What follows belongs to an exercise in optimizing a design on an open flow for small area; a production flow would make more cautious choices. Only simulation tests tie the RTL to the original design; equivalence was not proved. Power is estimated from default activity; no workload was simulated. No driver is modelled on the clock port, so clocking that relies on it looks cheaper here than on a real chip.

### design.v
`timescale 1ns/100ps
module riscv_cpu (
    input  logic        clk,
    input  logic        reset,
    input  logic [31:0] instr,
    output logic [31:0] pc,
    input  logic [31:0] read_data,
    output logic        dmem_rd_en,
    output logic        dmem_wr_en,
    output logic [31:0] dmem_addr,
    output logic [31:0] dmem_wr_data,
    input  logic        cache_stall
);
    localparam logic [2:0] S_EX = 3'd0, S_LD = 3'd1, S_ST = 3'd2, S_WT = 3'd3, S_PC = 3'd4;
    logic [2:0]  state;
    logic [3:0]  ph;
    logic [31:1] pcr;
    logic [31:0] ar;
    logic [31:0] dr;
    logic        carry;
    logic        cinc;
    logic        eqf;
    logic        taken;
    wire last = (ph == 4'd15);
    wire first = (ph == 4'd0);
    wire in_ex = (state == S_EX);
    wire in_pc = (state == S_PC);
    wire [6:0] op = instr[6:0];
    wire [2:0] f3 = instr[14:12];
    wire f3_ok = (f3 == 3'b000) || (f3[2] && f3[1:0] != 2'b01);
    wire is_r  = (op == 7'b0110011) && f3_ok && !instr[31] && (instr[29:25] == 5'd0)
                 && (!instr[30] || f3 == 3'b000);
    wire is_i  = (op == 7'b0010011) && f3_ok;
    wire is_ld = (op == 7'b0000011) && (f3 == 3'b010);
    wire is_st = (op == 7'b0100011) && (f3 == 3'b010);
    wire is_br = (op == 7'b1100011) && (f3[2:1] == 2'b00);
    wire sub   = is_r && instr[30];
    wire is_alu = is_r || is_i;
    wire is_mem = is_ld || is_st;
    logic [31:0] immv;
    always_comb begin
        if (is_br)
            immv = {{20{instr[31]}}, instr[7], instr[30:25], instr[11:8], 1'b0};
        else if (is_st)
            immv = {{21{instr[31]}}, instr[30:25], instr[11:7]};
        else
            immv = {{21{instr[31]}}, instr[30:20]};
    end
    wire [1:0] imm2 = {immv[{ph, 1'b1}], immv[{ph, 1'b0}]};
    wire [4:0] rs1 = instr[19:15];
    wire [4:0] rs2 = instr[24:20];
    wire [4:0] rd  = instr[11:7];
    logic [31:0] head_e;
    logic [31:0] head_o;
    logic        rf_we;
    logic [1:0]  wbits;
    assign head_e[0] = 1'b0;
    assign head_o[0] = 1'b0;
    genvar r;
    generate
        for (r = 1; r < 32; r++) begin : g_rf
            logic [15:0] ce;
            logic [15:0] co;
            wire we = rf_we && (rd == r);
            always_ff @(posedge clk) begin
                ce <= {we ? wbits[0] : ce[0], ce[15:1]};
                co <= {we ? wbits[1] : co[0], co[15:1]};
            end
            assign head_e[r] = ce[0];
            assign head_o[r] = co[0];
        end
    endgenerate
    wire [1:0] a = {head_o[rs1], head_e[rs1]};
    wire [1:0] b = {head_o[rs2], head_e[rs2]};
    wire [1:0] pc2 = {pcr[{ph, 1'b1}], (ph == 4'd0) ? 1'b0 : pcr[{ph, 1'b0}]};
    wire [1:0] x = in_pc ? pc2 : a;
    wire [1:0] y = in_pc ? imm2 : is_r ? (sub ? ~b : b) : imm2;
    wire       c0 = first ? (in_ex && sub) : carry;
    wire       c1 = (x[0] & y[0]) | (x[0] & c0) | (y[0] & c0);
    wire       c2 = (x[1] & y[1]) | (x[1] & c1) | (y[1] & c1);
    wire [1:0] sum = {x[1] ^ y[1] ^ c1, x[0] ^ y[0] ^ c0};
    wire       i0 = (ph == 4'd1) | (!first && cinc);
    wire       i1 = pc2[0] & i0;
    wire [1:0] inc = {pc2[1] ^ i1, pc2[0] ^ i0};
    wire [1:0] bo = is_r ? b : imm2;
    logic [1:0] alu;
    always_comb begin
        case (f3)
            3'b100:  alu = a ^ bo;
            3'b110:  alu = a | bo;
            3'b111:  alu = a & bo;
            default: alu = sum;
        endcase
    end
    wire       eq_now = (first || eqf) && (a == b);
    wire       br_take = eq_now != instr[12];
    wire [1:0] din = (in_ex && is_st) ? b : (in_pc && taken) ? sum : inc;
    assign rf_we = (in_ex && is_alu) || (in_pc && is_ld);
    assign wbits = in_ex ? alu : dr[1:0];
    wire dr_shift = in_ex || in_pc;
    wire dr_load = (state == S_LD) && !cache_stall;
    wire ar_shift = in_ex && is_mem;
    wire [31:0] dr_next = {din, dr[31:2]};
    wire pc_load = last && (in_pc || (in_ex && !is_mem && !(is_br && br_take)));
    always_ff @(posedge clk) begin
        carry <= c2;
        cinc  <= i1 & pc2[1];
        eqf   <= eq_now;
        if (in_ex && last) taken <= is_br && br_take;
        if (dr_load) dr <= read_data;
        else if (dr_shift) dr <= dr_next;
        if (ar_shift) ar <= {sum, ar[31:2]};
    end
    always_ff @(posedge clk) begin
        if (reset) begin
            state <= S_EX;
            ph    <= 4'd0;
            pcr   <= 31'd0;
        end else begin
            ph <= ph + 4'd1;
            if (pc_load) pcr <= dr_next[31:1];
            case (state)
                S_EX: if (last) begin
                    if (is_ld) state <= S_LD;
                    else if (is_st) state <= S_ST;
                    else if (is_br && br_take) state <= S_PC;
                end
                S_LD, S_ST: if (!cache_stall) state <= last ? S_PC : S_WT;
                S_WT: if (last) state <= S_PC;
                default: if (last) state <= S_EX;
            endcase
        end
    end
    assign pc           = {pcr, 1'b0};
    assign dmem_rd_en   = (state == S_LD);
    assign dmem_wr_en   = (state == S_ST);
    assign dmem_addr    = ar;
    assign dmem_wr_data = dr;
endmodule
### flow/run.sh
#!/bin/bash
# Standard layout, with the smallest buffer on each port and a clock tree of
# small buffers without dummy loads.
set -euo pipefail
bash standard.sh \
  BUFFER_PORTS_ARGS="-buffer_cell sky130_fd_sc_hd__buf_1" \
  CTS_ARGS="-sink_clustering_enable -repair_clock_nets -dont_use_dummy_load -buf_list sky130_fd_sc_hd__clkbuf_4" \
  finish > standard.log 2>&1
### standard.sh
#!/bin/bash
# synth_recipe.tcl (not shown) runs the flow's synth.tcl, then flattens the netlist and writes it again
# the make line also repeats each setting of config.mk as NAME=value (left out here)
make -C /OpenROAD-flow-scripts/flow DESIGN_CONFIG=/design/flow/config.mk WORK_HOME=/design/flow/orfs CLKGATE_MAP_FILE= SYNTH_SCRIPT=/design/flow/synth_recipe.tcl "${@:-finish}"
### config.mk
export PLATFORM = sky130hd
export DESIGN_NAME = riscv_cpu
export DESIGN_NICKNAME = riscv_cpu
export VERILOG_FILES = /design/flow/design.v
export SDC_FILE = /design/flow/constraint.sdc
export NUM_CORES = 4
export LEC_CHECK = 0
export CAP_MARGIN = 20
export CORE_MARGIN = 2
export CORE_UTILIZATION = 40
export PLACE_DENSITY = 0.6
export SLEW_MARGIN = 20
### constraint.sdc
create_clock -name core_clock -period 10.0 [get_ports {clk}]
set_input_delay 2.0000 -clock core_clock [delete_from_list [all_inputs] [get_ports {clk}]]
set_output_delay 2.0000 -clock core_clock [all_outputs]
set_load 0.01 [all_outputs]
==> flow_summary.ini, run 1 <==
[global_routing]
overflow = 0
grt_usage_pct = 13.9
antenna_found_initial = 12
grt_max_degree = 70
grt_pass1_vias = 13700
grt_pass1_wl_um = 73800

[sta]
drv_slew = 0
worst_pin_slew_ns = 1.11
whs_ns = 0.275
setup_ws_ns = 3.60
slew_headroom_pct = 25.8
clock_skew_ns = 0.0930
grt_setup_unrepaired = false
setup_tns_ns = 0
setup_viol = 0
fmax_mhz = 156
finalHoldViolations = 0
period_needed_ns = 6.40
fin_crit_sh_pct = 64.0

[clock_network]
cts.sinks = 1098
cts_setup_buffers = 0
h-tree-depth = 5
clk_pin_slew_worst_paths_ns = 0.06
cts_tree = yes
cts-buffers-inserted = 277
cts_resized = 0
cts.path.max_buffers = 4
cts_hold_buf = 0
clk_latency_ns = 1.03
cts_root_buf = clkbuf_4

[yosys]
synth_area_leaders = dfxtp_1 76%, edfxtp_1 7.2%, mux2_2 3.0%
yosys.area.top_type = dfxtp_1
muxShareOfSynthArea_pct = 8.79
synthCells = 1645
synthArstFlopShare_pct = 0
synth_top_area_share_pct = 76.2
yosys_most_used_dff = dfxtp_1
yosys.area_share.adder_pct = 0.609
ys_ff_latch = 1098
post_synth.cell_area_avg_um2 = 16.5
synth_compound_area_share_pct = 2.02
ys_warn_count = 1
yosys.area_share.xor_xnor_pct = 0.226
synthDistinctLibCells = 60
synth_top_family_by_area = multiplexers
synth-edff-count = 65
synth-simple-area-share_pct = 3.99
syn-num-nets = 1724
ys_seq_area_share_pct = 83.4
syn_area_mm2 = 0.0271

[place]
place_ws_ns = 2.75
hpwlAfterDp_um = 30500
port-buffer-count = 163
gp_congestion = 0.833

[worst_setup_path]
startpoint_type = primary input
worstSetupEndpointType = register
cp.required_ns = 10.86
path_max_fanout = 31
timing_worst_setup_path_type = in -> reg
crit_arrival_ns = 7.26

[cells_and_area]
postLayoutCoreUtil_pct = 45.9
seqCellArea_mm2 = 0.0226
syn_to_final_growth_pct = 13.7
finalNetCount = 2132
multi_input_area_mm2 = 0.00427
nFillCells = 5916
drive_gt1_share_pct = 19.7

[drt]
drtIter0Drc = 640
viasPerCell = 4.50
first_pass_iters = 5
wirelength_um = 47500
via_count = 13200
post_drt_wl_per_cell_um = 16.2
detail-route-antenna-nets = 0
drc = 0

[run_status]
status = finished clean

[floorplan]
die_h_um = 264
start_util_pct = 40.4
row_count = 95
die_w_um = 264
io_pins = 165
die_area_mm2 = 0.0699
coreArea_mm2 = 0.0672

[power]
leakage_nw = 12.0
ir_drop_mv = 0.0797
power.density_mw_per_mm2 = 235
finalPower_mw = 7.26

[min_path]
hold_path_class = reg -> reg

[job]
max_cap_violations = 0
==> synth_stat cells (4+ instances only) <==
master    instances
nand3_1           8
nand2_1          61
mux2i_1          49
nor2b_1          15
mux2_2           73
nor3b_1           4
xnor2_1           5
a21oi_1          13
nor2_1           22
buf_1             4
nand2b_1         62
nor3_1           11
mux2_1           28
o31ai_1           6
ha_1             10
buf_2             7
a22oi_1           7
o22ai_1           4
dfxtp_1        1033
edfxtp_1         65
a211oi_1          5
and2_1            8
clkbuf_1         29
o21ai_0          16
inv_1            14
a22o_1            4
mux4_2           33
==> power by group <==
group          switching [mW]  total, mW  internal [mW]
clock network            1.39       2.66           1.26
registers              0.0174       4.45           4.43
logic                  0.0979      0.156         0.0583
total                    1.51       7.26           5.75
==> final timing paths <==
check	slack (ns)	cells past startpoint	start	endpoint
worst min register to register	0.27	0	g_rf[13].co[8]	g_rf[13].co[7]
worst max-delay path	3.60	19	instr[3]	g_rf[19].co[15]
worst max register to register	4.96	21	ph[0]	g_rf[19].co[15]
worst min-delay path	0.27	0	g_rf[13].co[8]	g_rf[13].co[7]
==> worst max-delay path: stages <==
cell,delay [ns]
buf_1,0.11
nand4bb_1,0.30
or3_1,0.44
nor4b_1,0.80
nand2_1,0.25
mux2_2,0.28
nand2_1,0.06
mux4_2,0.47
o31ai_1,0.33
o21ai_0,0.19
fa_1,0.40
inv_1,0.07
fa_1,0.45
inv_1,0.12
o21ai_0,0.08
a21oi_1,0.22
o21ai_2,0.07
buf_4,0.26
mux2_1,0.34
==> sequential cells by signal (all words and copies together), names as in the netlist, 3 cells and up <==
name	count
g_rf.co	496
dr	32
state	3
pcr	31
ar	32
ph	4
g_rf.ce	496
==> through the flow <==
step	area (um2)	instances
floorplan	27100	1645
global placement	28700	2646
detailed placement	28700	2646
CTS	30800	2923
global route	30800	2930
finish	30900	2932
==> final cells by class <==
class | instances | area share, %
sequential | 1098 | 73.4
multi-input combinational | 488 | 13.8
timing repair buffer | 173 | 2.28
inverter | 15 | 0.182
antenna | 8 | 0.0649
tap | 873 | 3.54
clock buffer | 277 | 6.74
==> metal layers <==
layer / vias to the layer above / track usage [%] / wire length, um
met1: 6264 / 17.3 / 21800
met2: 451 / 20.5 / 20800
li1: 6350 / - / -
met3: 106 / 5.95 / 3770
met4: 18 / 6.99 / 968
met5: - / 0 / 115
==> logic make-up (layout without fill, tap and decap cells) <==
| kind of cell | count (synthesis) | after routing |
|---|---|---|
| AO/OA/AOI/OAI | 78 | 78 |
| XOR/XNOR | 7 | 7 |
| adder cells (fa/ha/maj) | 12 | 12 |
| buffers and inverters | 59 | 465 |
| flip-flops | 1098 | 1098 |
| multiplexers | 184 | 184 |
| other | 1 | 9 |
| AND/OR/NAND/NOR | 206 | 206 |
==> placed cells by master (no fill, tap or decap), types with 6 or more instances in the layout <==
cell type / count
nand2b_1: 62
buf_1: 161
mux2_1: 28
ha_1: 10
a21oi_1: 13
nor2b_1: 15
o21ai_0: 14
a22oi_1: 7
nor2_1: 21
mux2i_1: 49
clkbuf_4: 277
and2_1: 8
nand2_1: 61
edfxtp_1: 65
dfxtp_1: 1033
diode_2: 8
nand3_1: 8
o31ai_1: 6
mux2_2: 73
inv_1: 14
nor3_1: 11
mux4_2: 33
buf_4: 9
==> inputs of run 2 (changes only) <==
==> flow/run.sh (replaced) <==
#!/bin/bash
# Standard layout, with the smallest buffer on each port and a clock tree of
# small buffers without dummy loads.
set -euo pipefail
bash standard.sh \
  BUFFER_PORTS_ARGS="-buffer_cell sky130_fd_sc_hd__buf_1" \
  CTS_ARGS="-sink_clustering_enable -repair_clock_nets -dont_use_dummy_load -buf_list sky130_fd_sc_hd__clkbuf_16 -sink_clustering_size 30 -sink_clustering_max_diameter 80" \
  finish > standard.log 2>&1
==> flow_summary.ini, run 2 <==
[clock_network]
cts_tree = yes
cts_setup_buffers = 0
clk_pin_slew_worst_paths_ns = 0.11
cts-buffers-inserted = 43
cts_hold_buf = 0
cts.path.max_buffers = 3
cts_resized = 0
cts.sinks = 1098
cts_root_buf = clkbuf_16
h-tree-depth = 2
clk_latency_ns = 0.60

[floorplan]
die_h_um = 264
die_w_um = 264
io_pins = 165
row_count = 95
start_util_pct = 40.4
coreArea_mm2 = 0.0672
die_area_mm2 = 0.0699

[yosys]
post_synth.cell_area_avg_um2 = 16.5
ys_seq_area_share_pct = 83.4
yosys_most_used_dff = dfxtp_1
ys_warn_count = 1
synthTopCellsByCount = 1,033 x dfxtp_1, 73 x mux2_2, 65 x edfxtp_1
synth_top_area_share_pct = 76.2
yosys.area.top_type = dfxtp_1
syn-num-nets = 1724
synth-edff-count = 65
synth_area_leaders = dfxtp_1 76%, edfxtp_1 7.2%, mux2_2 3.0%
yosysMostFrequentCell = dfxtp_1
ys_ff_latch = 1098
syn_area_mm2 = 0.0271
synthDistinctLibCells = 60
synthArstFlopShare_pct = 0
synthCells = 1645

[sta]
fmax_mhz = 149
period_needed_ns = 6.69
slew_headroom_pct = 24.2
setup_viol = 0
setup_ws_ns = 3.31
drv_slew = 0
worst_pin_slew_ns = 1.13
grt_setup_unrepaired = false
fin_crit_sh_pct = 66.9
clock_skew_ns = 0.0322
finalHoldViolations = 0
setup_tns_ns = 0

[cells_and_area]
final_cell_mix = 1,033 x dfxtp_1, 161 x buf_1, 73 x mux2_2
postLayoutCoreUtil_pct = 44.4
final_common_cell = dfxtp_1
syn_to_final_growth_pct = 9.89
drive_gt1_share_pct = 9.36
finalNetCount = 1897
top_regs = g_rf.ce: 496 flops, g_rf.co: 496 flops

[worst_setup_path]
reg2regPathDepth = 21
crit-reg2reg-launch = ph[0]
crit_chain = buf_1 > nand4bb_1 > or3_1 > nor4b_1 > nand2_1 > mux2_2 > nand2_1 > mux4_2 > o31ai_1 > o21ai_0 > fa_1 > inv_1 > fa_1 > inv_1 > o21ai_0 > a21oi_1 > o21ai_2 > buf_4 > mux2_1
crit_family = simple AND/OR/NAND/NOR gates
r2r_slack_ns = 4.88
reg2reg_to = g_rf[15].co[15]
path_max_fanout = 31
slowest_stage = nor4b_1
crit_arrival_ns = 7.17
cp.required_ns = 10.48
startpoint_type = primary input
slowest_delay_ns = 0.71
worstSetupEndpointType = register
crit_buf_inv = 4
timing_worst_setup_path_type = in -> reg

[power]
power.density_mw_per_mm2 = 220
ir_drop_mv = 0.116
leakage_nw = 11.3

[min_path]
hold_path_class = reg -> reg
whs_endpoint = g_rf[1].ce[0]
worstHoldPathCells = 0
min-delay-start = g_rf[1].ce[1]

[drt]
first_pass_iters = 4
drtIter0Drc = 793
drc = 0
viasPerCell = 4.40
wirelength_um = 45400
via_count = 11800
detail-route-antenna-nets = 0
post_drt_wl_per_cell_um = 16.9

[global_routing]
grt_pass1_vias = 11600
antenna_found_initial = 10
overflow = 0
grt_usage_pct = 12.9
grt_pass1_wl_um = 68800
grt_max_degree = 70

[place]
port-buffer-count = 163
place_ws_ns = 2.75
hpwlAfterDp_um = 30500
gp_congestion = 0.833

[job]
max_cap_violations = 0

[run_status]
status = finished clean
-- run 2: cell types whose count changed in the layout (fill, tap and decap cells not counted), sizes merged --
cell | before | now
clkbuf | 279 | 45
diode | 8 | 2
buf | 171 | 170
-- run 2: worst reg2reg max path: stages, from the launching register on --
cell and delay, ns:
dfxtp_1 0.32, buf_4 0.28, clkinv_1 0.37, ha_1 0.63, mux2i_1 0.13, nor2_1 0.09
a311oi_1 0.05, a21oi_1 0.19, mux2i_1 0.11, nor2_1 0.10, a21oi_1 0.05, a211oi_1 0.42
mux2i_1 0.18, fa_1 0.46, inv_1 0.07, fa_1 0.45, inv_1 0.13, o21ai_0 0.08
a21oi_1 0.22, o21ai_2 0.07, buf_4 0.24, mux2_1 0.37
-- run 2: cells by family after synthesis --
logic type | Yosys count | synth area share, %
buffers and inverters | 59 | 0.931
other | 1 | 0.0138
XOR/XNOR | 7 | 0.226
AND/OR/NAND/NOR | 206 | 3.99
multiplexers | 184 | 8.79
flip-flops | 1098 | 83.4
AO/OA/AOI/OAI | 78 | 2.02
adder cells (fa/ha/maj) | 12 | 0.609
-- run 2: worst max-delay path by stage --
stage          startpoint              end  slack, ns  depth (start not counted)
4_1_cts          instr[3]  g_rf[27].co[15]       3.38                         19
5_1_grt          instr[3]  g_rf[15].co[15]       3.00                         19
2_1_floorplan    instr[2]  g_rf[15].co[15]       3.75                         18
3_5_place_dp     instr[3]  g_rf[27].co[15]       2.75                         19
3_3_place_gp     instr[3]  g_rf[15].co[15]       2.88                         19
6_report         instr[3]  g_rf[15].co[15]       3.31                         19
-- run 2: report_power, final --
group / switching (mW) / internal [mW]
logic: 0.0968 / 0.0578
registers: 0.0173 / 4.43
clock network: 1.19 / 0.778
-- run 2: layout make-up --
| cell class | instances | area (um2) |
|---|---|---|
| fillers | 5878 | 37300 |
| flip-flops and latches | 1098 | 22600 |
| multi-input cells | 488 | 4270 |
| well taps | 873 | 1090 |
| clock buffers | 43 | 1080 |
| repair buffers | 172 | 682 |
| inverters | 15 | 56.3 |
| diodes | 2 | 5.00 |
-- run 2: metrics by stage --
stage	cell area (um2)	cells	hold slack [ns]	power [mW]
2_1_floorplan	27100	1645	0.310	4.63
3_3_place_gp	28700	2646	0.309	4.70
3_5_place_dp	28700	2646	0.312	4.70
4_1_cts	29800	2689	0.311	6.64
5_1_grt	29800	2689	0.320	6.81
6_report	29800	2691	0.299	6.56
-- run 2: metal layers --
metal / vias up / share of wire, % / GRT usage, %
li1: 5767 / - / -
met1: 5683 / 48 / 17.7
met2: 283 / 43 / 19.8
met3: 77 / 7.4 / 4.07
met4: 18 / 1.8 / 2.98
met5: - / 0.25 / 0
==> inputs of run 3 (changes only) <==
==> flow/run.sh (replaced) <==
#!/bin/bash
# Standard layout, with the smallest buffer on each port and a clock tree of
# small buffers without dummy loads.
set -euo pipefail
bash standard.sh \
  BUFFER_PORTS_ARGS="-buffer_cell sky130_fd_sc_hd__buf_1" \
  CTS_ARGS="-sink_clustering_enable -repair_clock_nets -dont_use_dummy_load -buf_list sky130_fd_sc_hd__clkbuf_8 -sink_clustering_size 20 -sink_clustering_max_diameter 60" \
  finish > standard.log 2>&1
==> flow_summary.ini, run 3 <==
[yosys]
muxShareOfSynthArea_pct = 8.79
yosys_most_used_dff = dfxtp_1
yosysMostFrequentCell = dfxtp_1
syn-num-nets = 1724
synthArstFlopShare_pct = 0
ys_seq_area_share_pct = 83.4
synth_top_family_by_area = multiplexers
ys_ff_latch = 1098
synth_area_leaders = dfxtp_1 76%, edfxtp_1 7.2%, mux2_2 3.0%
yosys.area_share.xor_xnor_pct = 0.226
synthDistinctLibCells = 60
synthCells = 1645
synthTopCellsByCount = 1,033 x dfxtp_1, 73 x mux2_2, 65 x edfxtp_1
post_synth.cell_area_avg_um2 = 16.5
synth_top_area_share_pct = 76.2
yosys.area_share.adder_pct = 0.609
synth-edff-count = 65
ys_warn_count = 1
syn_area_mm2 = 0.0271
synth-simple-area-share_pct = 3.99
yosys.area.top_type = dfxtp_1
synth_compound_area_share_pct = 2.02

[clock_network]
cts_tree = yes
clk_latency_ns = 0.69
cts-buffers-inserted = 69
cts_hold_buf = 0
cts_setup_buffers = 0
cts_resized = 0
clk_pin_slew_worst_paths_ns = 0.11
h-tree-depth = 3
cts_root_buf = clkbuf_8
cts.path.max_buffers = 3
cts.sinks = 1098

[power]
leakage_nw = 11.3
finalPower_mw = 6.41
power.density_mw_per_mm2 = 216
ir_drop_mv = 0.0932

[global_routing]
overflow = 0
grt_pass1_vias = 11800
grt_usage_pct = 13.0
grt_pass1_wl_um = 69300
antenna_found_initial = 11
grt_max_degree = 70

[drt]
wirelength_um = 45500
drc = 0
viasPerCell = 4.41
drtIter0Drc = 779
via_count = 12000
post_drt_wl_per_cell_um = 16.7
first_pass_iters = 4
detail-route-antenna-nets = 0

[place]
hpwlAfterDp_um = 30500
place_ws_ns = 2.75
gp_congestion = 0.833
place_area_mm2 = 0.0287
port-buffer-count = 163

[worst_setup_path]
crit_buf_inv = 4
timing_worst_setup_path_type = in -> reg
crit_arrival_ns = 7.20
slowest_delay_ns = 0.75
crit_chain = buf_1 > nand4bb_1 > or3_1 > nor4b_1 > nand2_1 > mux2_2 > nand2_1 > mux4_2 > o31ai_1 > o21ai_0 > fa_1 > inv_1 > fa_1 > inv_1 > o21ai_0 > a21oi_1 > o21ai_2 > buf_4 > mux2_1
worstSetupEndpointType = register
slowest_stage = nor4b_1
path_max_fanout = 31
crit_family = simple AND/OR/NAND/NOR gates
cp.required_ns = 10.56
startpoint_type = primary input

[cells_and_area]
final_cell_mix = 1,033 x dfxtp_1, 161 x buf_1, 73 x mux2_2
final_area_mm2 = 0.0297
syn_to_final_growth_pct = 9.43
finalNetCount = 1923
postLayoutCoreUtil_pct = 44.2
final_common_cell = dfxtp_1
top_regs = g_rf.ce: 496 flops, g_rf.co: 496 flops
drive_gt1_share_pct = 10.6

[floorplan]
io_pins = 165
start_util_pct = 40.4
coreArea_mm2 = 0.0672
die_area_mm2 = 0.0699
die_w_um = 264
row_count = 95
die_h_um = 264

[sta]
setup_ws_ns = 3.36
setup_tns_ns = 0
slew_headroom_pct = 25.2
fmax_mhz = 151
clock_skew_ns = 0.0811
setup_viol = 0
drv_slew = 0
fin_crit_sh_pct = 66.4
finalHoldViolations = 0
grt_setup_unrepaired = false
worst_pin_slew_ns = 1.12
period_needed_ns = 6.64

[min_path]
hold_path_class = reg -> reg

[run_status]
status = finished clean

[job]
max_cap_violations = 0
-- run 3: cell counts after synthesis --
No cell type changed its count.
-- run 3: path summary, 6_finish.rpt --
| check | startpoint | to | slack (ns) | cells past startpoint |
|---|---|---|---|---|
| setup / recovery | instr[3] | g_rf[15].co[15] | 3.36 | 19 |
| hold / removal | g_rf[17].ce[13] | g_rf[17].ce[12] | 0.26 | 0 |
| setup reg to reg | ph[0] | g_rf[15].co[15] | 4.94 | 21 |
| hold reg to reg | g_rf[17].ce[13] | g_rf[17].ce[12] | 0.26 | 0 |
-- run 3: where the power goes --
group,switching [mW],internal [mW],total (mW)
Clock,1.19,0.625,1.81
Combinational,0.0968,0.0577,0.155
Sequential,0.0174,4.43,4.44
-- run 3: worst register-to-register path: stages (launching register included) --
cell and delay, ns:
dfxtp_1 0.33, buf_4 0.28, clkinv_1 0.37, ha_1 0.62, mux2i_1 0.13, nor2_1 0.09
a311oi_1 0.05, a21oi_1 0.19, mux2i_1 0.10, nor2_1 0.10, a21oi_1 0.05, a211oi_1 0.42
mux2i_1 0.17, fa_1 0.46, inv_1 0.07, fa_1 0.44, inv_1 0.12, o21ai_0 0.08
a21oi_1 0.22, o21ai_2 0.07, buf_4 0.25, mux2_1 0.37
-- run 3: layout make-up --
class / count / area (um2)
Fill cell: 5897 / 37500
Sequential cell: 1098 / 22600
Multi-Input combinational cell: 488 / 4270
Tap cell: 873 / 1090
Clock buffer: 69 / 950
Timing Repair Buffer: 172 / 682
Inverter: 15 / 56.3
Antenna cell: 3 / 7.51
-- run 3: kinds of logic (layout without fill, tap and decap cells) --
logic type	after synthesis	after routing
other cells	1	4
mux	184	184
fa+ha+maj	12	12
flops	1098	1098
buf+inv	59	256
compound gates	78	78
simple gates	206	206
xor+xnor	7	7
-- run 3: layer usage --
layer,wire length [um],global-route usage [%]
met5,115,0
met4,1130,4.04
met3,3650,4.44
met2,19400,19.8
met1,21200,17.5
-- run 3: per-stage QoR --
stage	hold WS, ns	cells
final	0.259	2718
after global routing	0.245	2717
after global placement	0.309	2646
after floorplan	0.310	1645
after detailed placement	0.312	2646
after CTS	0.256	2715
==> inputs of run 4 (changes only) <==
==> run.sh (new file) <==
#!/bin/bash
# synth_recipe.tcl (not shown) runs the flow's synth.tcl, then flattens the netlist and writes it again
# the make line also repeats each setting of config.mk as NAME=value (left out here)
make -C /OpenROAD-flow-scripts/flow DESIGN_CONFIG=/design/flow/config.mk WORK_HOME=/design/flow/orfs CLKGATE_MAP_FILE= SYNTH_SCRIPT=/design/flow/synth_recipe.tcl finish
--- a/config.mk
+++ b/config.mk
@@ -8,5 +8,6 @@
 export CAP_MARGIN = 20
 export CORE_MARGIN = 2
 export CORE_UTILIZATION = 40
+export CTS_BUF_LIST = sky130_fd_sc_hd__clkbuf_4
 export PLACE_DENSITY = 0.6
 export SLEW_MARGIN = 20
removed: flow/run.sh
removed: standard.sh
==> flow_summary.ini, run 4 <==
[cells_and_area]
nFillCells = 5693
finalNetCount = 2095
final_common_cell = dfxtp_1
final_cell_mix = 1,033 x dfxtp_1, 368 x clkbuf_4, 162 x clkdlybuf4s50_1
drive_gt1_share_pct = 23.2
syn_to_final_growth_pct = 21.4
top_regs = g_rf.ce: 496 flops, g_rf.co: 496 flops

[global_routing]
grt_pass1_vias = 13500
grt_pass1_wl_um = 74800
grt_usage_pct = 14.1
grt_max_degree = 70
busiest_layer = met2
antenna_found_initial = 15
overflow = 0
grt_util_met2_pct = 20.9
grt_use_met1_pct = 17.6
grtUsageMet3_pct = 6.21

[job]
max_cap_violations = 0

[sta]
fmax_mhz = 148
whs_ns = 0.279
slew_headroom_pct = 31.4
drv_slew = 0
setup_viol = 0
worst_pin_slew_ns = 1.03
finalHoldViolations = 0
fin_crit_sh_pct = 67.6
clock_skew_ns = 0.0510
setup_tns_ns = 0
period_needed_ns = 6.76
grt_setup_unrepaired = false

[place]
gp_congestion = 0.824
port-buffer-count = 163
hpwlAfterDp_um = 31100

[yosys]
synthArstFlopShare_pct = 0
ys_warn_count = 1
syn_area_mm2 = 0.0271
post_synth.cell_area_avg_um2 = 16.5
ys_ff_latch = 1098
synthDistinctLibCells = 60
synth_top_area_share_pct = 76.2
synth_area_leaders = dfxtp_1 76%, edfxtp_1 7.2%, mux2_2 3.0%
yosys_most_used_dff = dfxtp_1
syn-num-nets = 1724
ys_seq_area_share_pct = 83.4
synthCells = 1645
synth-edff-count = 65
yosys.area.top_type = dfxtp_1
synthTopCellsByCount = 1,033 x dfxtp_1, 73 x mux2_2, 65 x edfxtp_1
yosysMostFrequentCell = dfxtp_1

[clock_network]
cts_root_buf = clkbuf_4
h-tree-depth = 4
cts.path.max_buffers = 3
cts_tree = yes
clk_latency_ns = 1.03
clk_pin_slew_worst_paths_ns = 0.06
cts-buffers-inserted = 241
cts_hold_buf = 0
cts_resized = 0
cts_setup_buffers = 0
cts.sinks = 1098

[run_status]
status = finished clean

[worst_setup_path]
timing_worst_setup_path_type = in -> reg
cp.required_ns = 10.91
crit_chain = clkdlybuf4s50_1 > nand4bb_1 > or3_1 > nor4b_1 > nand2_1 > nand2_1 > mux2i_1 > mux4_2 > o31ai_1 > o21ai_0 > fa_1 > inv_1 > fa_1 > inv_1 > o21ai_0 > a21oi_1 > o21ai_2 > buf_4 > mux2_1
startpoint_type = primary input
slowest_delay_ns = 0.74
path_max_fanout = 31
crit_arrival_ns = 7.66
slowest_stage = nor4b_1
worstSetupEndpointType = register

[drt]
wirelength_um = 48400
via_count = 13300
drc = 0
drtIter0Drc = 671
viasPerCell = 4.30
detail-route-antenna-nets = 0
post_drt_wl_per_cell_um = 15.7
first_pass_iters = 5

[floorplan]
start_util_pct = 40.4
io_pins = 165
row_count = 95
coreArea_mm2 = 0.0672
die_h_um = 264
die_area_mm2 = 0.0699
die_w_um = 264

[power]
finalPower_mw = 7.98
power.density_mw_per_mm2 = 242
leakage_nw = 13.1
ir_drop_mv = 0.0948

[min_path]
hold_path_class = reg -> reg
-- run 4: cell counts after synthesis --
Identical to the previous run, type by type.
-- run 4: area by class of cell --
cell class	instances	area, um2	share of cell area [%]
clock inverters	67	403	1.22
multi-input cells	488	4270	13.0
clock buffers	368	2760	8.39
flip-flops and latches	1098	22600	68.7
diodes	8	20.0	0.0608
well taps	873	1090	3.32
repair buffers	172	1690	5.14
inverters	15	56.3	0.171
-- run 4: worst paths after layout --
check	slack, ns	cells past startpoint	to	startpoint
setup / recovery	3.24	19	g_rf[15].co[15]	instr[3]
hold / removal	0.28	0	g_rf[12].ce[9]	g_rf[12].ce[10]
setup reg to reg	4.82	20	g_rf[15].co[15]	ph[1]
hold reg to reg	0.28	0	g_rf[12].ce[9]	g_rf[12].ce[10]
-- run 4: per-stage QoR --
| step | std cells | util (%) | setup WS (ns) | cell area, um2 |
|---|---|---|---|---|
| detailed placement | 2646 | 44.3 | 2.30 | 29700 |
| global route | 3085 | 49.0 | 3.01 | 32900 |
| finish | 3089 | 49.0 | 3.24 | 32900 |
| global placement | 2646 | 44.3 | 2.52 | 29700 |
| floorplan | 1645 | - | 3.75 | 27100 |
| CTS | 3081 | 49.0 | 3.46 | 32900 |
-- run 4: cells by family after synthesis --
family / after synthesis / share of synthesized area [%]
buf+inv: 59 / 0.931
compound gates: 78 / 2.02
flops: 1098 / 83.4
xor+xnor: 7 / 0.226
simple gates: 206 / 3.99
fa+ha+maj: 12 / 0.609
mux: 184 / 8.79
other cells: 1 / 0.0138
-- run 4: worst max-delay path, delay by kind of cell --
family	cells	cell delay, ns
buffers and inverters	4	0.93
AOI/OAI and AO/OA	5	0.95
muxes	3	0.94
adders and majority gates	2	0.85
and+or+nand+nor	5	1.99
-- run 4: layer usage --
metal | vias up | share of wire, %
met4 | 14 | 2.2
met2 | 435 | 44
met1 | 6295 | 46
met5 | - | 0.17
met3 | 102 | 8.1
li1 | 6430 | -
-- run 4: report_power, final --
part	switching (mW)	internal, mW	total (mW)
clock network	1.58	1.76	3.35
logic	0.0981	0.0878	0.186
registers	0.0179	4.43	4.45
total	1.70	6.28	7.98
==> inputs of run 5 (changes only) <==
--- a/config.mk
+++ b/config.mk
@@ -8,6 +8,5 @@
 export CAP_MARGIN = 20
 export CORE_MARGIN = 2
 export CORE_UTILIZATION = 40
-export CTS_BUF_LIST = sky130_fd_sc_hd__clkbuf_4
 export PLACE_DENSITY = 0.6
 export SLEW_MARGIN = 20
==> flow_summary.ini, run 5 <==
[global_routing]
grt_util_met2_pct = 20.4
grtUsageMet3_pct = 4.80
busiest_layer = met2
antenna_found_initial = 13
overflow = 0
grt_usage_pct = 13.6
grt_pass1_vias = 12300
grt_use_met1_pct = 18.1
grt_pass1_wl_um = 72000
grt_max_degree = 70

[min_path]
min-delay-start = g_rf[17].co[6]
worstHoldPathCells = 0
hold_path_class = reg -> reg
whs_endpoint = g_rf[17].co[5]

[floorplan]
die_h_um = 264
row_count = 95
coreArea_mm2 = 0.0672
die_w_um = 264
start_util_pct = 40.4
die_area_mm2 = 0.0699
io_pins = 165

[yosys]
yosys_most_used_dff = dfxtp_1
synth_top_area_share_pct = 76.2
ys_seq_area_share_pct = 83.4
synthDistinctLibCells = 60
yosys.area.top_type = dfxtp_1
ys_ff_latch = 1098
synth-edff-count = 65
synthArstFlopShare_pct = 0
yosysMostFrequentCell = dfxtp_1
synth_area_leaders = dfxtp_1 76%, edfxtp_1 7.2%, mux2_2 3.0%
ys_warn_count = 1
post_synth.cell_area_avg_um2 = 16.5
synthTopCellsByCount = 1,033 x dfxtp_1, 73 x mux2_2, 65 x edfxtp_1
synthCells = 1645
syn_area_mm2 = 0.0271
syn-num-nets = 1724

[cells_and_area]
final_common_cell = dfxtp_1
top_regs = g_rf.ce: 496 flops, g_rf.co: 496 flops
nFillCells = 5532
postLayoutCoreUtil_pct = 49.2
syn_to_final_growth_pct = 21.7
drive_gt1_share_pct = 14.3
final_cell_mix = 1,033 x dfxtp_1, 162 x clkdlybuf4s50_1, 98 x clkbuf_16
finalNetCount = 1950

[worst_setup_path]
crit-reg2reg-launch = ph[1]
cp.required_ns = 10.52
worstSetupEndpointType = register
startpoint_type = primary input
reg2reg_to = g_rf[15].co[15]
crit_arrival_ns = 7.63
timing_worst_setup_path_type = in -> reg
path_max_fanout = 31
r2r_slack_ns = 4.81
reg2regPathDepth = 20

[drt]
drtIter0Drc = 700
wirelength_um = 47400
detail-route-antenna-nets = 0
first_pass_iters = 5
via_count = 12400
viasPerCell = 4.39
drc = 0
post_drt_wl_per_cell_um = 16.8

[sta]
grt_setup_unrepaired = false
slew_headroom_pct = 26.1
finalHoldViolations = 0
drv_slew = 0
worst_pin_slew_ns = 1.11
setup_viol = 0
fmax_mhz = 141
fin_crit_sh_pct = 71.1
period_needed_ns = 7.11
setup_tns_ns = 0
clock_skew_ns = 0.0356

[place]
gp_congestion = 0.824
port-buffer-count = 163
hpwlAfterDp_um = 31100

[clock_network]
clk_latency_ns = 0.65
h-tree-depth = 3
cts_setup_buffers = 0
cts.path.max_buffers = 3
cts.sinks = 1098
cts_root_buf = clkbuf_16
cts_resized = 0
cts-buffers-inserted = 96
clk_pin_slew_worst_paths_ns = 0.06
cts_tree = yes
cts_hold_buf = 0

[run_status]
status = finished clean

[power]
power.density_mw_per_mm2 = 252
ir_drop_mv = 0.143
leakage_nw = 12.8

[job]
max_cap_violations = 0
-- run 5: cell counts after synthesis --
Identical to the previous run, type by type.
-- run 5: worst max-delay path, cell delays in order --
cell and delay (ns):
clkdlybuf4s50_1 0.46, nand4bb_1 0.31, or3_1 0.46, nor4b_1 0.73, nand2_1 0.26, nand2_1 0.22, mux2i_1 0.11, mux4_2 0.49
o31ai_1 0.34, o21ai_0 0.22, fa_1 0.42, inv_1 0.09, fa_1 0.43, inv_1 0.11, o21ai_0 0.10, a21oi_1 0.21
o21ai_2 0.07, buf_4 0.25, mux2_1 0.34
-- run 5: layout make-up --
| class | count | area, um2 | area share [%] |
|---|---|---|---|
| multi-input cells | 488 | 4270 | 12.9 |
| well taps | 873 | 1090 | 3.31 |
| clock buffers | 140 | 2820 | 8.54 |
| inverters | 15 | 56.3 | 0.171 |
| repair buffers | 172 | 1690 | 5.13 |
| flip-flops and latches | 1098 | 22600 | 68.5 |
| diodes | 2 | 5.00 | 0.0152 |
| clock inverters | 34 | 448 | 1.36 |
-- run 5: metrics by stage --
step	std cells	hold slack (ns)	instance area, um2	setup WS (ns)	power (mW)
6_report	2822	0.308	33000	2.89	8.33
5_1_grt	2821	0.314	33000	2.57	8.62
4_1_cts	2820	0.313	33000	2.98	8.43
3_5_place_dp	2646	0.312	29700	2.30	4.73
3_3_place_gp	2646	0.310	29700	2.52	4.73
2_1_floorplan	1645	0.310	27100	3.75	4.63
-- run 5: cell families (layout without fill, tap and decap cells) --
family / count (synthesis) / in the layout / synth area share, %
flops: 1098 / 1098 / 83.4
xor+xnor: 7 / 7 / 0.226
other cells: 1 / 3 / 0.0138
buf+inv: 59 / 361 / 0.931
fa+ha+maj: 12 / 12 / 0.609
simple gates: 206 / 206 / 3.99
compound gates: 78 / 78 / 2.02
mux: 184 / 184 / 8.79
-- run 5: power breakdown --
group | internal [mW] | switching, mW
Sequential | 4.43 | 0.0180
Combinational | 0.0877 | 0.0976
Clock | 2.17 | 1.52
-- run 5: worst max path at each step --
stage	from	to	slack, ns	cells after the start
after floorplan	instr[2]	g_rf[15].co[15]	3.75	18
after global placement	instr[3]	g_rf[15].co[15]	2.52	19
after detailed placement	instr[3]	g_rf[15].co[15]	2.30	19
after CTS	instr[3]	g_rf[15].co[15]	2.98	19
after global routing	instr[3]	g_rf[15].co[15]	2.57	19
final	instr[3]	g_rf[15].co[15]	2.89	19
-- run 5: per-layer routing --
metal | wire length [um] | vias up
met5 | 92 | -
met4 | 1180 | 14
met3 | 3780 | 99
met2 | 20400 | 404
met1 | 22000 | 5902
li1 | - | 5966
==> inputs of run 6 (changes only) <==
--- a/design.v
+++ b/design.v
@@ -14,7 +14,9 @@
     localparam logic [2:0] S_EX = 3'd0, S_LD = 3'd1, S_ST = 3'd2, S_WT = 3'd3, S_PC = 3'd4;
     logic [2:0]  state;
     logic [3:0]  ph;
-    logic [31:1] pcr;
+    logic [13:1] pcr;
+    logic        pcs;
+    logic        pcd;
     logic [31:0] ar;
     logic [31:0] dr;
     logic        carry;
@@ -72,7 +74,8 @@
     endgenerate
     wire [1:0] a = {head_o[rs1], head_e[rs1]};
     wire [1:0] b = {head_o[rs2], head_e[rs2]};
-    wire [1:0] pc2 = {pcr[{ph, 1'b1}], (ph == 4'd0) ? 1'b0 : pcr[{ph, 1'b0}]};
+    wire [31:0] pcv = {{18{pcs}}, pcr, 1'b0};
+    wire [1:0]  pc2 = {pcv[{ph, 1'b1}], pcv[{ph, 1'b0}]};
     wire [1:0] x = in_pc ? pc2 : a;
     wire [1:0] y = in_pc ? imm2 : is_r ? (sub ? ~b : b) : imm2;
     wire       c0 = first ? (in_ex && sub) : carry;
@@ -99,7 +102,7 @@
     assign wbits = in_ex ? alu : dr[1:0];
     wire dr_shift = in_ex || in_pc;
     wire dr_load = (state == S_LD) && !cache_stall;
-    wire ar_shift = in_ex && is_mem;
+    wire ar_shift = in_ex;
     wire [31:0] dr_next = {din, dr[31:2]};
     wire pc_load = last && (in_pc || (in_ex && !is_mem && !(is_br && br_take)));
     always_ff @(posedge clk) begin
@@ -115,10 +118,16 @@
         if (reset) begin
             state <= S_EX;
             ph    <= 4'd0;
-            pcr   <= 31'd0;
+            pcr   <= 13'd0;
+            pcs   <= 1'b0;
+            pcd   <= 1'b0;
         end else begin
             ph <= ph + 4'd1;
-            if (pc_load) pcr <= dr_next[31:1];
+            if (pc_load) begin
+                pcr <= dr_next[13:1];
+                pcs <= dr_next[31];
+                pcd <= pcd || (!dr_next[31] && dr_next[13:10] != 4'd0);
+            end
             case (state)
                 S_EX: if (last) begin
                     if (is_ld) state <= S_LD;
@@ -131,7 +140,7 @@
             endcase
         end
     end
-    assign pc           = {pcr, 1'b0};
+    assign pc           = {pcs | pcd, pcv[30:0]};
     assign dmem_rd_en   = (state == S_LD);
     assign dmem_wr_en   = (state == S_ST);
     assign dmem_addr    = ar;
==> flow/run.sh (new file) <==
#!/bin/bash
# Standard layout, with the smallest buffer on each port and a clock tree of
# small buffers without dummy loads.
set -euo pipefail
bash standard.sh \
  BUFFER_PORTS_ARGS="-buffer_cell sky130_fd_sc_hd__buf_1" \
  CTS_ARGS="-sink_clustering_enable -repair_clock_nets -dont_use_dummy_load -buf_list sky130_fd_sc_hd__clkbuf_16 -sink_clustering_size 30 -sink_clustering_max_diameter 80" \
  finish > standard.log 2>&1
==> standard.sh (new file) <==
#!/bin/bash
# synth_recipe.tcl (not shown) runs the flow's synth.tcl, then flattens the netlist and writes it again
# the make line also repeats each setting of config.mk as NAME=value (left out here)
make -C /OpenROAD-flow-scripts/flow DESIGN_CONFIG=/design/flow/config.mk WORK_HOME=/design/flow/orfs CLKGATE_MAP_FILE= SYNTH_SCRIPT=/design/flow/synth_recipe.tcl "${@:-finish}"
removed: run.sh
==> flow_summary.ini, run 6 <==
[run_status]
status = finished clean

[clock_network]
cts_tree = yes
h-tree-depth = 2
cts.sinks = 1082
cts_resized = 0
cts.path.max_buffers = 3
cts_setup_buffers = 0
clk_pin_slew_worst_paths_ns = 0.10
clk_latency_ns = 0.61
cts_hold_buf = 0
cts-buffers-inserted = 44
cts_root_buf = clkbuf_16

[yosys]
synthArstFlopShare_pct = 0
synthDistinctLibCells = 57
post_synth.cell_area_avg_um2 = 16.5
ys_seq_area_share_pct = 84.7
synth_top_area_share_pct = 77.3
syn_area_mm2 = 0.0263
yosys.area.top_type = dfxtp_1
synth_area_leaders = dfxtp_1 77%, edfxtp_1 7.4%, mux2_2 4.3%
synthCells = 1594
muxShareOfSynthArea_pct = 7.88
synth_top_family_by_area = multiplexers
synthTopCellsByCount = 1,017 x dfxtp_1, 101 x mux2_2, 76 x nand2_1
synth-edff-count = 65
yosysMostFrequentCell = dfxtp_1
syn-num-nets = 1672
ys_ff_latch = 1082
yosys.area_share.xor_xnor_pct = 0.199
yosys_most_used_dff = dfxtp_1
ys_warn_count = 1
synth-simple-area-share_pct = 3.13
synth_compound_area_share_pct = 2.11
yosys.area_share.adder_pct = 0.579

[sta]
fin_crit_sh_pct = 57.7
fmax_mhz = 173
whs_ns = 0.307
setup_viol = 0
setup_tns_ns = 0
grt_setup_unrepaired = false
worst_pin_slew_ns = 0.995
finalHoldViolations = 0
slew_headroom_pct = 33.1
drv_slew = 0
clock_skew_ns = 0.0630
period_needed_ns = 5.77

[drt]
drc = 0
post_drt_wl_per_cell_um = 15.7
drtIter0Drc = 812
wirelength_um = 41200
detail-route-antenna-nets = 0
first_pass_iters = 5
via_count = 11400
viasPerCell = 4.34

[floorplan]
die_w_um = 261
row_count = 94
die_h_um = 261
coreArea_mm2 = 0.0655
die_area_mm2 = 0.0679
io_pins = 165
start_util_pct = 40.2

[worst_setup_path]
crit_chain = buf_1 > nor3b_1 > o2111ai_1 > mux2i_1 > nor2_1 > a21oi_1 > a211oi_1 > a31oi_1 > o22ai_1 > o21ai_0 > fa_1 > inv_1 > fa_1 > inv_1 > o2bb2ai_1 > a21oi_1 > o21ai_2 > buf_4 > mux2_2
cp-startpoint = instr[13]
crit-reg2reg-launch = g_rf[12].ce[0]
reg2regPathDepth = 16
worstSetupEndpointType = register
r2r_slack_ns = 5.92
path_max_fanout = 31
startpoint_type = primary input
reg2reg_to = g_rf[19].co[15]
cp.required_ns = 10.47
slowest_stage = buf_1
endpoint = g_rf[19].co[15]
slowest_delay_ns = 0.44
crit_arrival_ns = 6.24
timing_worst_setup_path_type = in -> reg

[cells_and_area]
nFillCells = 5758
final-instance-count-excl-fill = 2620
drive_gt1_share_pct = 10.9
finalNetCount = 1836
final_common_cell = dfxtp_1
final_cell_mix = 1,017 x dfxtp_1, 162 x buf_1, 101 x mux2_2
top_regs = g_rf.ce: 496 flops, g_rf.co: 496 flops
seqCellArea_mm2 = 0.0223
postLayoutCoreUtil_pct = 44.2
antennaDiodeCount = 0
multi_input_area_mm2 = 0.00369
syn_to_final_growth_pct = 9.79

[global_routing]
grt_pass1_wl_um = 62100
antenna_found_initial = 6
grt_usage_pct = 12.0
grt_pass1_vias = 11000
overflow = 0
grt_max_degree = 36

[job]
max_cap_violations = 0

[power]
ir_drop_mv = 0.106
leakage_nw = 11.1
power.density_mw_per_mm2 = 228

[place]
port-buffer-count = 163
hpwlAfterDp_um = 28000
gp_congestion = 0.814
dp_cells = 2575

[min_path]
hold_path_class = reg -> reg
-- run 6: kinds of logic after synthesis --
logic type                 Yosys count
and+or+nand+nor                    180
muxes                              161
DFF                               1082
AOI/OAI and AO/OA                   80
xor gates and xnor gates             6
other                                1
buffers and inverters               73
adders and majority gates           11
-- run 6: per-stage QoR --
stage          total power [mW]  cell area, um2  worst slack, ns
2_1_floorplan              4.64           26300             4.30
3_3_place_gp               4.74           27800             3.47
3_5_place_dp               4.74           27800             3.30
4_1_cts                    6.67           28900             3.91
5_1_grt                    6.84           28900             3.99
6_report                   6.59           28900             4.23
-- run 6: per-layer routing --
layer  part of all wire (%)  vias to the layer above  track usage, %  wire length [um]
met5                   0.11                        -               0                46
met4                    2.5                        8            4.13              1010
met3                    6.7                       74            2.71              2770
met2                     41                      312            18.1             17000
met1                     49                     5419            17.1             20400
li1                       -                     5551               -                 -
-- run 6: worst max-delay path, delay by kind of cell --
| kind | cells | cell delay, ns |
|---|---|---|
| AOI/OAI and AO/OA | 9 | 1.52 |
| and+or+nand+nor | 2 | 0.47 |
| buffers and inverters | 4 | 0.88 |
| adders and majority gates | 2 | 0.85 |
| muxes | 2 | 0.50 |
-- run 6: area by class of cell --
class	instances	area share, %
clock buffers	44	3.81
flip-flops and latches	1082	77.1
well taps	864	3.74
repair buffers	171	2.32
inverters	20	0.260
multi-input cells	439	12.7
-- run 6: how the worst min path moves through the flow --
stage | start | to | cells after the start
2_1_floorplan | g_rf[10].ce[1] | g_rf[10].ce[0] | 0
3_3_place_gp | g_rf[30].ce[9] | g_rf[30].ce[8] | 0
3_5_place_dp | g_rf[11].co[9] | g_rf[11].co[8] | 0
4_1_cts | g_rf[18].ce[8] | g_rf[18].ce[7] | 0
5_1_grt | g_rf[18].ce[8] | g_rf[18].ce[7] | 0
6_report | g_rf[9].co[9] | g_rf[9].co[8] | 0
-- run 6: power breakdown --
part           internal, mW  leakage, nW  switching, mW  total [mW]
registers              4.41         8.92         0.0376        4.45
logic                0.0625         1.68          0.126       0.188
clock network         0.793        0.542           1.16        1.95
total                  5.27         11.1           1.32        6.59
==> inputs of run 7 (changes only) <==
==> flow/run.sh (replaced) <==
#!/bin/bash
# Standard layout, with the smallest buffer on each port and a clock tree of
# small buffers without dummy loads.
set -euo pipefail
bash standard.sh \
  BUFFER_PORTS_ARGS="-buffer_cell sky130_fd_sc_hd__buf_1" \
  CTS_ARGS="-sink_clustering_enable -repair_clock_nets -dont_use_dummy_load -buf_list sky130_fd_sc_hd__clkbuf_8 -sink_clustering_size 20 -sink_clustering_max_diameter 50" \
  finish > standard.log 2>&1
--- a/config.mk
+++ b/config.mk
@@ -7,6 +7,6 @@
 export LEC_CHECK = 0
 export CAP_MARGIN = 20
 export CORE_MARGIN = 2
-export CORE_UTILIZATION = 40
-export PLACE_DENSITY = 0.6
+export CORE_UTILIZATION = 60
+export PLACE_DENSITY = 0.75
 export SLEW_MARGIN = 20
==> flow_summary.ini, run 7 <==
[global_routing]
antenna_found_initial = 3
overflow = 0
grt_max_degree = 36
grt_pass1_wl_um = 60700
grt_usage_pct = 17.9
grt_pass1_vias = 11200

[clock_network]
clk_pin_slew_worst_paths_ns = 0.10
cts_setup_buffers = 0
cts-buffers-inserted = 69
cts.sinks = 1082
cts_tree = yes
h-tree-depth = 3
cts_hold_buf = 0
cts_resized = 0
clk_latency_ns = 0.64
cts_root_buf = clkbuf_8
cts.path.max_buffers = 3

[yosys]
synthDistinctLibCells = 57
syn-num-nets = 1672
synthCells = 1594
synthTopCellsByCount = 1,017 x dfxtp_1, 101 x mux2_2, 76 x nand2_1
post_synth.cell_area_avg_um2 = 16.5
synth-edff-count = 65
ys_warn_count = 1
synth_top_area_share_pct = 77.3
yosys_most_used_dff = dfxtp_1
ys_ff_latch = 1082
synthArstFlopShare_pct = 0
yosys.area.top_type = dfxtp_1
syn_area_mm2 = 0.0263
ys_seq_area_share_pct = 84.7
yosysMostFrequentCell = dfxtp_1
synth_area_leaders = dfxtp_1 77%, edfxtp_1 7.4%, mux2_2 4.3%

[worst_setup_path]
cp.required_ns = 10.49
crit_arrival_ns = 6.44
reg2reg_to = g_rf[21].co[15]
reg2regPathDepth = 16
r2r_slack_ns = 5.93
worstSetupEndpointType = register
startpoint_type = primary input
timing_worst_setup_path_type = in -> reg
path_max_fanout = 31
crit-reg2reg-launch = ph[0]

[sta]
setup_viol = 0
drv_slew = 0
whs_ns = 0.273
fin_crit_sh_pct = 59.5
worst_pin_slew_ns = 0.951
clock_skew_ns = 0.0731
grt_setup_unrepaired = false
setup_tns_ns = 0
fmax_mhz = 168
slew_headroom_pct = 35.7
period_needed_ns = 5.95
finalHoldViolations = 0

[floorplan]
start_util_pct = 61.0
die_w_um = 214
coreArea_mm2 = 0.0432
die_area_mm2 = 0.0456
io_pins = 165
die_h_um = 214
row_count = 76

[drt]
wirelength_um = 40500
detail-route-antenna-nets = 0
drtIter0Drc = 698
viasPerCell = 4.86
post_drt_wl_per_cell_um = 17.1
drc = 0
via_count = 11500
first_pass_iters = 5

[place]
place_area_mm2 = 0.0275
hpwlAfterDp_um = 27600
gp_congestion = 0.888
port-buffer-count = 163

[cells_and_area]
seqCellArea_mm2 = 0.0223
final_common_cell = dfxtp_1
final_area_mm2 = 0.0284
finalNetCount = 1861
nFillCells = 2951
top_regs = g_rf.ce: 496 flops, g_rf.co: 496 flops
multi_input_area_mm2 = 0.00368
final_cell_mix = 1,017 x dfxtp_1, 163 x buf_1, 101 x mux2_2
drive_gt1_share_pct = 12.1
syn_to_final_growth_pct = 7.90

[power]
ir_drop_mv = 0.210
power.density_mw_per_mm2 = 225
leakage_nw = 11.1
finalPower_mw = 6.40

[min_path]
min-delay-start = g_rf[17].co[12]
worstHoldPathCells = 0
hold_path_class = reg -> reg
whs_endpoint = g_rf[17].co[11]

[job]
max_cap_violations = 0

[run_status]
status = finished clean
==> run 7: cell types whose count changed in the layout (fill, tap and decap cells not counted), sizes merged <==
cell and change:
buf +2, clkbuf +23, diode +4
==> run 7: layout make-up <==
class	instances	share of cell area [%]
multi-input cells	439	12.9
well taps	585	2.57
clock buffers	69	3.34
inverters	20	0.264
diodes	4	0.0352
flip-flops and latches	1082	78.5
repair buffers	171	2.36
==> run 7: where the power goes <==
group / internal (mW) / switching [mW]
Sequential: 4.41 / 0.0378
Clock: 0.625 / 1.14
Combinational: 0.0632 / 0.120
==> run 7: through the flow <==
step	cells	util [%]	setup WS, ns
global placement	2297	63.6	3.50
floorplan	1594	-	4.30
global route	2368	65.8	3.61
CTS	2366	65.8	4.02
detailed placement	2297	63.6	3.36
finish	2370	65.9	4.05
==> run 7: worst max-delay path: stages <==
cell       delay (ns)
buf_1            0.07
nor4bb_1         0.81
o2111ai_1        0.46
mux2i_1          0.21
nor2_1           0.12
a21oi_1          0.05
a211oi_1         0.26
a31oi_1          0.06
o22ai_1          0.28
o21ai_0          0.19
fa_1             0.40
inv_1            0.09
fa_1             0.44
inv_1            0.10
o2bb2ai_1        0.06
a21oi_1          0.20
o21ai_2          0.06
buf_4            0.25
mux2_2           0.30
==> run 7: how the worst max path moves through the flow <==
stage | cells after the start | endpoint | start
2_1_floorplan | 18 | g_rf[10].co[15] | instr[3]
3_3_place_gp | 19 | g_rf[6].co[15] | instr[3]
3_5_place_dp | 19 | g_rf[30].co[15] | instr[1]
4_1_cts | 19 | g_rf[18].co[15] | instr[1]
5_1_grt | 19 | g_rf[23].co[15] | instr[3]
6_report | 19 | g_rf[21].co[15] | instr[3]
==> run 7: metal layers <==
metal,vias to the layer above,GRT usage [%],routed length [um]
met5,-,0,0
met1,5449,24.4,19100
met2,362,27.7,17400
met4,0,7.64,1480
met3,100,4.47,2450
li1,5603,-,-
==> run 7: kinds of logic after synthesis <==
logic type                 count (synthesis)  synth area share (%)
DFF                                     1082                  84.7
and+or+nand+nor                          180                  3.13
muxes                                    161                  7.88
AOI/OAI and AO/OA                         80                  2.11
buffers and inverters                     73                  1.41
adders and majority gates                 11                 0.579
xor gates and xnor gates                   6                 0.199
other                                      1                0.0142
==> inputs of run 8 (changes only) <==
--- a/design.v
+++ b/design.v
@@ -22,7 +22,6 @@
     logic        carry;
     logic        cinc;
     logic        eqf;
-    logic        taken;
     wire last = (ph == 4'd15);
     wire first = (ph == 4'd0);
     wire in_ex = (state == S_EX);
@@ -97,7 +96,7 @@
     end
     wire       eq_now = (first || eqf) && (a == b);
     wire       br_take = eq_now != instr[12];
-    wire [1:0] din = (in_ex && is_st) ? b : (in_pc && taken) ? sum : inc;
+    wire [1:0] din = (in_ex && is_st) ? b : (in_pc && is_br) ? sum : inc;
     assign rf_we = (in_ex && is_alu) || (in_pc && is_ld);
     assign wbits = in_ex ? alu : dr[1:0];
     wire dr_shift = in_ex || in_pc;
@@ -109,7 +108,6 @@
         carry <= c2;
         cinc  <= i1 & pc2[1];
         eqf   <= eq_now;
-        if (in_ex && last) taken <= is_br && br_take;
         if (dr_load) dr <= read_data;
         else if (dr_shift) dr <= dr_next;
         if (ar_shift) ar <= {sum, ar[31:2]};
==> flow_summary.ini, run 8 <==
[worst_setup_path]
timing_worst_setup_path_type = in -> reg
path_max_fanout = 31
startpoint_type = primary input
crit_arrival_ns = 6.41
r2r_slack_ns = 5.62
cp.required_ns = 10.52
worstSetupEndpointType = register

[clock_network]
cts_root_buf = clkbuf_8
h-tree-depth = 3
cts_resized = 0
cts_tree = yes
cts.path.max_buffers = 3
clk_pin_slew_worst_paths_ns = 0.11
cts-buffers-inserted = 68
cts.sinks = 1081
clk_latency_ns = 0.65
cts_hold_buf = 0
cts_setup_buffers = 0

[global_routing]
grt_pass1_wl_um = 61200
antenna_found_initial = 3
grt_max_degree = 40
grt_pass1_vias = 11100
overflow = 0
grt_usage_pct = 17.5

[yosys]
ys_seq_area_share_pct = 84.3
synth-edff-count = 64
synth_top_area_share_pct = 77.0
synthArstFlopShare_pct = 0
synth_area_leaders = dfxtp_1 77%, edfxtp_1 7.3%, mux2_2 4.2%
synthDistinctLibCells = 65
post_synth.cell_area_avg_um2 = 16.8
syn-num-nets = 1656
synthCells = 1578
ys_warn_count = 1
yosys.area.top_type = dfxtp_1
syn_area_mm2 = 0.0264
yosys_most_used_dff = dfxtp_1
ys_ff_latch = 1081
synthTopCellsByCount = 1,017 x dfxtp_1, 98 x mux2_2, 70 x nor2_1
yosysMostFrequentCell = dfxtp_1

[cells_and_area]
final_area_mm2 = 0.0284
nFillCells = 2969
syn_to_final_growth_pct = 7.49
final_common_cell = dfxtp_1
postLayoutCoreUtil_pct = 65.7
final-instance-count-excl-fill = 2346
top_regs = g_rf.ce: 496 flops, g_rf.co: 496 flops
final_cell_mix = 1,017 x dfxtp_1, 161 x buf_1, 98 x mux2_2
drive_gt1_share_pct = 11.7
finalNetCount = 1839

[floorplan]
coreArea_mm2 = 0.0433
start_util_pct = 61.1
row_count = 76
io_pins = 165
die_w_um = 214
die_h_um = 214
die_area_mm2 = 0.0458

[sta]
setup_ws_ns = 4.12
clock_skew_ns = 0.0686
period_needed_ns = 5.88
slew_headroom_pct = 30.3
whs_ns = 0.260
drv_slew = 0
worst_pin_slew_ns = 1.05
setup_tns_ns = 0
finalHoldViolations = 0
fmax_mhz = 170
grt_setup_unrepaired = false
fin_crit_sh_pct = 58.8
setup_viol = 0

[place]
dp_cells = 2276
hpwlAfterDp_um = 27400
place_area_mm2 = 0.0275
gp_congestion = 0.892
place_ws_ns = 3.54
port-buffer-count = 163

[drt]
via_count = 11400
drc = 0
wirelength_um = 40700
viasPerCell = 4.87
post_drt_wl_per_cell_um = 17.4
first_pass_iters = 5
detail-route-antenna-nets = 0
drtIter0Drc = 745

[power]
finalPower_mw = 6.44
power_frac_comb_pct = 3.3
leakage_nw = 11.1
power_switching_mw = 1.32
ir_drop_mv = 0.170
p_seq_share_pct = 69.6
swShare_pct = 20.5
clkPwrFrac_pct = 27.1
intPower_mw = 5.12
power.density_mw_per_mm2 = 227

[run_status]
status = finished clean

[job]
max_cap_violations = 0

[min_path]
hold_path_class = reg -> reg
[run 8: worst paths after layout]
path,from,cells after the start,endpoint
worst min register to register,g_rf[10].co[10],0,g_rf[10].co[9]
worst max register to register,ph[0],14,g_rf[25].co[15]
worst max-delay path,instr[13],17,g_rf[25].co[15]
worst min-delay path,g_rf[10].co[10],0,g_rf[10].co[9]
[run 8: critical path: stages]
cell,delay [ns]
buf_1,0.36
nor4b_1,0.37
nand4b_1,0.35
nand2_1,0.25
mux2i_1,0.22
o211ai_1,0.11
a21oi_1,0.18
a31oi_1,0.06
o22a_1,0.23
o21ai_0,0.27
fa_1,0.22
inv_1,0.06
fa_1,0.53
o21ai_0,0.19
a21oi_1,0.09
mux2_2,0.53
mux2_2,0.37
[run 8: area by class of cell]
cell class	instances	area, um2	area share, %
Inverter	13	48.8	0.172
Sequential cell	1081	22300	78.4
Antenna cell	2	5.00	0.0176
Timing Repair Buffer	167	644	2.27
Clock buffer	68	936	3.29
Tap cell	585	732	2.58
Multi-Input combinational cell	430	3770	13.3
[run 8: power groups by stage]
stage | Sequential (mW) | Clock (mW) | Combinational, mW
after floorplan | 4.60 | 0 | 0.0923
after global placement | 4.58 | 0 | 0.214
after detailed placement | 4.58 | 0 | 0.214
after CTS | 4.48 | 1.81 | 0.215
after global routing | 4.49 | 1.95 | 0.230
final | 4.48 | 1.75 | 0.215
[run 8: cell families (layout without fill, tap and decap cells)]
group           Yosys count  count (layout)  share of synthesized area (%)
flops                  1081            1081                           84.3
simple gates            171             171                           3.20
mux                     168             168                           8.34
compound gates           73              73                           1.88
buf+inv                  67             248                           1.52
fa+ha+maj                11              11                          0.577
xor+xnor                  6               6                          0.199
other cells               1               3                         0.0142
[run 8: metal layers]
layer	global-route usage, %	share of wire, %	vias up
li1	-	-	5550
met1	25.0	47	5397
met3	4.00	6.0	91
met5	0	0.057	-
met2	26.3	44	382
met4	6.88	3.1	4
==> inputs of run 9 (changes only) <==
==> flow/run.sh (replaced) <==
#!/bin/bash
# Standard layout, with the smallest buffer on each port and a clock tree of
# small buffers without dummy loads.
set -euo pipefail
bash standard.sh \
  BUFFER_PORTS_ARGS="-buffer_cell sky130_fd_sc_hd__buf_1" \
  CTS_ARGS="-sink_clustering_enable -repair_clock_nets -dont_use_dummy_load -buf_list sky130_fd_sc_hd__clkbuf_8 -sink_clustering_size 18 -sink_clustering_max_diameter 45" \
  finish > standard.log 2>&1
==> flow_summary.ini, run 9 <==
[global_routing]
grt_pass1_wl_um = 62400
grt_usage_pct = 18.0
grt_pass1_vias = 11300
grt_max_degree = 40
antenna_found_initial = 3
overflow = 0

[yosys]
post_synth.cell_area_avg_um2 = 16.8
synthCells = 1578
yosysMostFrequentCell = dfxtp_1
syn_area_mm2 = 0.0264
synth-edff-count = 64
syn-num-nets = 1656
synthTopCellsByCount = 1,017 x dfxtp_1, 98 x mux2_2, 70 x nor2_1
ys_warn_count = 1
synthDistinctLibCells = 65
ys_ff_latch = 1081
yosys_most_used_dff = dfxtp_1
synthArstFlopShare_pct = 0
synth_area_leaders = dfxtp_1 77%, edfxtp_1 7.3%, mux2_2 4.2%
synth_top_area_share_pct = 77.0
ys_seq_area_share_pct = 84.3
yosys.area.top_type = dfxtp_1

[place]
port-buffer-count = 163
place_ws_ns = 3.54
hpwlAfterDp_um = 27400
gp_congestion = 0.892

[min_path]
worstHoldPathCells = 0
min-delay-start = g_rf[4].ce[6]
whs_endpoint = g_rf[4].ce[5]
hold_path_class = reg -> reg

[cells_and_area]
syn_to_final_growth_pct = 8.01
final_cell_mix = 1,017 x dfxtp_1, 161 x buf_1, 98 x mux2_2
top_regs = g_rf.ce: 496 flops, g_rf.co: 496 flops
drive_gt1_share_pct = 12.2
finalNetCount = 1849
nFillCells = 2955
final_common_cell = dfxtp_1

[floorplan]
die_w_um = 214
die_h_um = 214
die_area_mm2 = 0.0458
io_pins = 165
row_count = 76
coreArea_mm2 = 0.0433
start_util_pct = 61.1

[worst_setup_path]
crit-reg2reg-launch = ph[0]
r2r_slack_ns = 5.58
crit_arrival_ns = 6.46
worstSetupEndpointType = register
startpoint_type = primary input
timing_worst_setup_path_type = in -> reg
reg2regPathDepth = 14
path_max_fanout = 31
cp.required_ns = 10.54
reg2reg_to = g_rf[31].co[15]

[sta]
slew_headroom_pct = 30.0
drv_slew = 0
grt_setup_unrepaired = false
setup_viol = 0
finalHoldViolations = 0
clock_skew_ns = 0.0837
period_needed_ns = 5.91
setup_ws_ns = 4.09
fmax_mhz = 169
setup_tns_ns = 0
worst_pin_slew_ns = 1.05
fin_crit_sh_pct = 59.1

[job]
max_cap_violations = 0

[clock_network]
clk_latency_ns = 0.67
cts_tree = yes
cts.path.max_buffers = 3
clk_pin_slew_worst_paths_ns = 0.10
cts_setup_buffers = 0
cts_root_buf = clkbuf_8
cts_hold_buf = 0
cts.sinks = 1081
cts-buffers-inserted = 78
h-tree-depth = 3
cts_resized = 0

[drt]
wirelength_um = 41000
drc = 0
post_drt_wl_per_cell_um = 17.4
detail-route-antenna-nets = 0
via_count = 11500
drtIter0Drc = 686
viasPerCell = 4.90
first_pass_iters = 6

[power]
power.density_mw_per_mm2 = 229
leakage_nw = 11.2
power_frac_comb_pct = 3.3
intPower_mw = 5.21
clkPwrFrac_pct = 28.3
ir_drop_mv = 0.142
p_seq_share_pct = 68.4
swShare_pct = 20.5
power_switching_mw = 1.34

[run_status]
status = finished clean
-- run 9: power by group through the flow --
stage	clock network, mW	registers (mW)	logic (mW)
3_5_place_dp	0	4.58	0.214
6_report	1.85	4.48	0.216
4_1_cts	1.93	4.48	0.215
5_1_grt	2.07	4.49	0.230
2_1_floorplan	0	4.60	0.0923
3_3_place_gp	0	4.58	0.214
-- run 9: final cells by class --
type                            instances  area (um2)  area share (%)
Clock buffer                           78        1070            3.76
Tap cell                              585         732            2.56
Inverter                               13        48.8           0.171
Timing Repair Buffer                  167         644            2.26
Sequential cell                      1081       22300            78.0
Multi-Input combinational cell        430        3770            13.2
Antenna cell                            2        5.00          0.0175
-- run 9: cell families after synthesis --
family	count (synthesis)	share of synthesized area [%]
DFF	1081	84.3
buffers and inverters	67	1.52
AOI/OAI and AO/OA	73	1.88
other	1	0.0142
muxes	168	8.34
adders and majority gates	11	0.577
xor gates and xnor gates	6	0.199
and+or+nand+nor	171	3.20
-- run 9: worst max-delay path by stage --
| stage | slack, ns | from | cells after the start | endpoint |
|---|---|---|---|---|
| after CTS | 4.24 | instr[13] | 17 | g_rf[31].co[15] |
| after global placement | 3.61 | instr[13] | 17 | g_rf[31].co[15] |
| after floorplan | 4.34 | instr[13] | 18 | g_rf[10].co[15] |
| after global routing | 3.90 | instr[13] | 17 | g_rf[31].co[15] |
| after detailed placement | 3.54 | instr[13] | 17 | g_rf[31].co[15] |
| final | 4.09 | instr[13] | 17 | g_rf[31].co[15] |
-- run 9: worst max-delay path, cell delays in order --
cell,delay [ns]
buf_1,0.36
nor4b_1,0.37
nand4b_1,0.35
nand2_1,0.26
mux2i_1,0.22
o211ai_1,0.11
a21oi_1,0.18
a31oi_1,0.06
o22a_1,0.23
o21ai_0,0.26
fa_1,0.22
inv_1,0.06
fa_1,0.55
o21ai_0,0.20
a21oi_1,0.09
mux2_2,0.53
mux2_1,0.38
-- run 9: through the flow --
step	util [%]	total power, mW	hold slack, ns	instances	area, um2
after CTS	66.0	6.62	0.255	2354	28500
after floorplan	-	4.69	0.310	1578	26400
final	66.0	6.55	0.268	2356	28600
after detailed placement	63.5	4.80	0.312	2276	27500
after global placement	63.5	4.79	0.310	2276	27500
after global routing	66.0	6.79	0.262	2355	28600
-- run 9: routing by layer --
metal / vias up / GRT usage [%] / share of wire (%) / wire length (um)
met5: - / 0 / 0.056 / 23
met2: 373 / 26.5 / 44 / 17900
met3: 109 / 4.43 / 6.4 / 2610
li1: 5568 / - / - / -
met4: 4 / 8.00 / 3.6 / 1480
met1: 5480 / 25.4 / 46 / 19100

Re-timed with assumed drivers on the ports (clkbuf_16 on the clock, buf_2 on other inputs), run 9 has 4.085 ns of setup slack against 4.086 ns with ideal ports, and 3.404 ns once port delays also move by the mid clock arrival of 0.681 ns.
